Context: an optimization exercise on an open-source flow, tuned for a short achievable clock period and few clock cycles per item. The choices shown serve that exercise and are no tape-out recipe. No activity file was given, so power comes from the tool's default toggle rates.

== main ==
==> module vtrs_dp, before the edit <==
module vtrs_dp #(
  parameter int TEXT_MAX = 31,
  parameter int NSLOT    = 2,
  localparam int CntW    = $clog2(TEXT_MAX + 1)
) (
  input  logic            clk_i,
  input  logic            rst_ni,
  input  logic            wr_i,
  input  logic [7:0]      wchar_i,
  input  logic            discard_i,
  input  logic            commit_i,
  input  logic [CntW-1:0] commit_nc_i,
  input  logic [CntW-1:0] commit_pc_i,
  input  logic [31:0]     commit_chan_i,
  input  logic            commit_sgn_i,
  input  logic            commit_intg_i,
  output logic [NSLOT-1:0] full_o,
  output logic            space_o,
  input  logic            out_ready_i,
  output logic            out_valid_o,
  output logic [1:0]      item_kind_o,
  output logic [7:0]      char_code_o,
  output logic [31:0]     channel_o,
  output logic            is_signed_o,
  output logic            is_integer_o,
  output logic            last_o
);
  localparam int QCAP = 2 * TEXT_MAX + 4;
  localparam int QW   = $clog2(QCAP + 1);
  logic [7:0]       q_q [QCAP];
  logic [QW-1:0]    n_all_q, n_com_q;    
  logic [QCAP-1:0]  at_end;              
  logic [CntW-1:0]  nrem_q [NSLOT];
  logic [CntW-1:0]  prem_q [NSLOT];
  logic [NSLOT-1:0] nz_n, nz_p;          
  logic [31:0]      chan_q [NSLOT];
  logic             sgn_q  [NSLOT];
  logic             intg_q [NSLOT];
  logic [NSLOT-1:0] full_q;
  logic [NSLOT-1:0] wsel_q, rsel_q;      
  logic             sv_q;
  logic [1:0]       s_kind_q;
  logic [7:0]       s_char_q;
  logic [31:0]      s_chan_q;
  logic             s_sgn_q, s_intg_q, s_last_q;
  logic [1:0]       b_kind;
  logic [7:0]       b_char;
  logic [31:0]      b_chan;
  logic             b_last;
  logic             ov_q;
  logic [1:0]       kind_q;
  logic [7:0]       char_q;
  logic [31:0]      ochan_q;
  logic             osgn_q, ointg_q, last_q;
  logic             adv, push, pop, done;
  logic             r_nz_n, r_nz_p, r_full, r_sgn, r_intg;
  logic [31:0]      r_chan;
  always_comb begin
    r_full = 1'b0;
    r_nz_n = 1'b0;
    r_nz_p = 1'b0;
    r_sgn  = 1'b0;
    r_intg = 1'b0;
    r_chan = '0;
    for (int r = 0; r < NSLOT; r++) begin
      if (rsel_q[r]) begin
        r_full = full_q[r];
        r_nz_n = nz_n[r];
        r_nz_p = nz_p[r];
        r_sgn  = sgn_q[r];
        r_intg = intg_q[r];
        r_chan = chan_q[r];
      end
    end
  end
  assign adv  = !ov_q || out_ready_i;
  assign push = !sv_q && r_full;
  assign pop  = push && (r_nz_n || r_nz_p);
  assign done = push && !r_nz_n && !r_nz_p;
  always_comb begin
    for (int i = 0; i < QCAP; i++) at_end[i] = n_all_q == QW'(i);
  end
  always_ff @(posedge clk_i) begin
    for (int i = 0; i < QCAP; i++) begin
      if (wr_i && (pop ? ((i < QCAP - 1) && at_end[(i < QCAP - 1) ? i + 1 : i]) : at_end[i])) begin
        q_q[i] <= wchar_i;
      end else if (pop && i < QCAP - 1) begin
        q_q[i] <= q_q[(i < QCAP - 1) ? i + 1 : i];
      end
    end
  end
  always_ff @(posedge clk_i or negedge rst_ni) begin
    if (!rst_ni) begin
      n_all_q <= '0;
      n_com_q <= '0;
    end else begin
      if (discard_i) begin
        n_all_q <= n_com_q - QW'(pop);
      end else begin
        n_all_q <= n_all_q + QW'(wr_i) - QW'(pop);
      end
      if (commit_i) begin
        n_com_q <= n_all_q - QW'(pop);
      end else begin
        n_com_q <= n_com_q - QW'(pop);
      end
    end
  end
  assign space_o = n_all_q <= QW'(QCAP - 4);
  always_ff @(posedge clk_i) begin
    for (int r = 0; r < NSLOT; r++) begin
      if (commit_i && wsel_q[r]) begin
        nrem_q[r] <= commit_nc_i;
        prem_q[r] <= commit_pc_i;
        nz_n[r]   <= commit_nc_i != '0;
        nz_p[r]   <= commit_pc_i != '0;
        chan_q[r] <= commit_chan_i;
        sgn_q[r]  <= commit_sgn_i;
        intg_q[r] <= commit_intg_i;
      end else if (push && rsel_q[r]) begin
        if (nz_n[r]) begin
          nrem_q[r] <= nrem_q[r] - CntW'(1);
          nz_n[r]   <= nrem_q[r] != CntW'(1);
        end else if (nz_p[r]) begin
          prem_q[r] <= prem_q[r] - CntW'(1);
          nz_p[r]   <= prem_q[r] != CntW'(1);
        end
      end
    end
  end
  always_ff @(posedge clk_i or negedge rst_ni) begin
    if (!rst_ni) begin
      full_q <= '0;
      wsel_q <= NSLOT'(1);
      rsel_q <= NSLOT'(1);
    end else begin
      for (int r = 0; r < NSLOT; r++) begin
        if (commit_i && wsel_q[r]) full_q[r] <= 1'b1;
        else if (done && rsel_q[r]) full_q[r] <= 1'b0;
      end
      if (commit_i) wsel_q <= {wsel_q[NSLOT-2:0], wsel_q[NSLOT-1]};
      if (done) rsel_q <= {rsel_q[NSLOT-2:0], rsel_q[NSLOT-1]};
    end
  end
  assign full_o = full_q;
  assign b_kind = r_nz_n ? vtrs_pkg::KIND_NAME : r_nz_p ? vtrs_pkg::KIND_PARAM : vtrs_pkg::KIND_END;
  assign b_char = (r_nz_n || r_nz_p) ? q_q[0] : 8'd0;
  assign b_chan = (r_nz_n || r_nz_p) ? 32'd0 : r_chan;
  assign b_last = !(r_nz_n || r_nz_p);
  always_ff @(posedge clk_i or negedge rst_ni) begin
    if (!rst_ni) begin
      ov_q <= 1'b0;
      sv_q <= 1'b0;
    end else begin
      if (adv) begin
        ov_q <= sv_q || push;
        sv_q <= 1'b0;
      end else if (push) begin
        sv_q <= 1'b1;
      end
    end
  end
  always_ff @(posedge clk_i) begin
    if (!adv && push) begin
      s_kind_q <= b_kind;
      s_char_q <= b_char;
      s_chan_q <= b_chan;
      s_sgn_q  <= r_sgn;
      s_intg_q <= r_intg;
      s_last_q <= b_last;
    end
    if (adv) begin
      if (sv_q) begin
        kind_q  <= s_kind_q;
        char_q  <= s_char_q;
        ochan_q <= s_chan_q;
        osgn_q  <= s_sgn_q;
        ointg_q <= s_intg_q;
        last_q  <= s_last_q;
      end else if (push) begin
        kind_q  <= b_kind;
        char_q  <= b_char;
        ochan_q <= b_chan;
        osgn_q  <= r_sgn;
        ointg_q <= r_intg;
        last_q  <= b_last;
      end
    end
  end
  assign out_valid_o  = ov_q;
  assign item_kind_o  = kind_q;
  assign char_code_o  = char_q;
  assign channel_o    = ochan_q;
  assign is_signed_o  = osgn_q;
  assign is_integer_o = ointg_q;
  assign last_o       = last_q;
endmodule
Settings: LEC_CHECK=0, ABC_CLOCK_PERIOD_IN_PS=1600, CAP_MARGIN=20, CORE_MARGIN=2, CORE_UTILIZATION=55, SETUP_SLACK_MARGIN=2.4, SLEW_MARGIN=20, TNS_END_PERCENT=100; clock period 4.0 ns.
run.sh (not shown) runs the stock make flow with config.mk's settings and CLKGATE_MAP_FILE= SYNTH_SCRIPT=/design/flow/synth_recipe.tcl, a recipe that flattens the netlist after the stock synthesis.
The inputs of the feature branch differ from those of main as listed below.
--- a/flow/design.v
+++ b/flow/design.v
@@ -317,13 +317,4 @@
   logic [NSLOT-1:0] full_q;
   logic [NSLOT-1:0] wsel_q, rsel_q;      
-  logic             sv_q;
-  logic [1:0]       s_kind_q;
-  logic [7:0]       s_char_q;
-  logic [31:0]      s_chan_q;
-  logic             s_sgn_q, s_intg_q, s_last_q;
-  logic [1:0]       b_kind;
-  logic [7:0]       b_char;
-  logic [31:0]      b_chan;
-  logic             b_last;
   logic             ov_q;
   logic [1:0]       kind_q;
@@ -353,5 +344,5 @@
   end
   assign adv  = !ov_q || out_ready_i;
-  assign push = !sv_q && r_full;
+  assign push = adv && r_full;
   assign pop  = push && (r_nz_n || r_nz_p);
   assign done = push && !r_nz_n && !r_nz_p;
@@ -422,46 +413,19 @@
   end
   assign full_o = full_q;
-  assign b_kind = r_nz_n ? vtrs_pkg::KIND_NAME : r_nz_p ? vtrs_pkg::KIND_PARAM : vtrs_pkg::KIND_END;
-  assign b_char = (r_nz_n || r_nz_p) ? q_q[0] : 8'd0;
-  assign b_chan = (r_nz_n || r_nz_p) ? 32'd0 : r_chan;
-  assign b_last = !(r_nz_n || r_nz_p);
   always_ff @(posedge clk_i or negedge rst_ni) begin
     if (!rst_ni) begin
       ov_q <= 1'b0;
-      sv_q <= 1'b0;
-    end else begin
-      if (adv) begin
-        ov_q <= sv_q || push;
-        sv_q <= 1'b0;
-      end else if (push) begin
-        sv_q <= 1'b1;
-      end
+    end else if (adv) begin
+      ov_q <= r_full;
     end
   end
   always_ff @(posedge clk_i) begin
-    if (!adv && push) begin
-      s_kind_q <= b_kind;
-      s_char_q <= b_char;
-      s_chan_q <= b_chan;
-      s_sgn_q  <= r_sgn;
-      s_intg_q <= r_intg;
-      s_last_q <= b_last;
-    end
-    if (adv) begin
-      if (sv_q) begin
-        kind_q  <= s_kind_q;
-        char_q  <= s_char_q;
-        ochan_q <= s_chan_q;
-        osgn_q  <= s_sgn_q;
-        ointg_q <= s_intg_q;
-        last_q  <= s_last_q;
-      end else if (push) begin
-        kind_q  <= b_kind;
-        char_q  <= b_char;
-        ochan_q <= b_chan;
-        osgn_q  <= r_sgn;
-        ointg_q <= r_intg;
-        last_q  <= b_last;
-      end
+    if (push) begin
+      kind_q  <= r_nz_n ? vtrs_pkg::KIND_NAME : r_nz_p ? vtrs_pkg::KIND_PARAM : vtrs_pkg::KIND_END;
+      char_q  <= (r_nz_n || r_nz_p) ? q_q[0] : 8'd0;
+      ochan_q <= (r_nz_n || r_nz_p) ? 32'd0 : r_chan;
+      osgn_q  <= r_sgn;
+      ointg_q <= r_intg;
+      last_q  <= !(r_nz_n || r_nz_p);
     end
   end
- Comparing the feature branch with main, the count of H-tree levels built during CTS came out essentially unchanged.
- Summary of the feature branch over main: net switching fraction of the power fell 0.33 points; total power fell 0.94%; number of filler instances in the final layout about even; sequential share of layout area fell 0.56 points; power density relative to cell area rose 2.8%.
- The maximum clock frequency on the feature branch is in line with that on main.
- Relative max-transition margin on the feature branch is ahead of main.
- Going from main to the feature branch, area growth from synthesis to layout saw a decrease, final-layout clock buffer total saw a decrease.
No run of this note included a check of the RTL's function; only the layout flow was run.

static timing again, ports no longer ideal:
The results above use ideal ports. As a check the final layouts listed here were re-extracted and re-timed, cells and wires unchanged.
Step 1 assumes that a clkbuf_16 drives the clock port and a buf_2 every other input.
Step 2 also shifts input and output timing later by t, the mid clock arrival at the registers, as if the neighbouring blocks saw the same clock.
Three values: ideal, step 1, step 2; two values: the first two.
run | t, ns | setup slack, ns | worst setup path at the end | pins driven straight from the clock port
main | 0.754 | 1.086 / 1.086 / 1.086 | register to register | 1
the feature branch | 0.744 | 1.092 / 1.092 / 0.410 | input to register | 1
After both steps setup and hold are still met in every run listed. For the feature branch, which loses most, drivers alone change the setup slack by 0.000 ns; drivers and shift together by -0.682 ns.
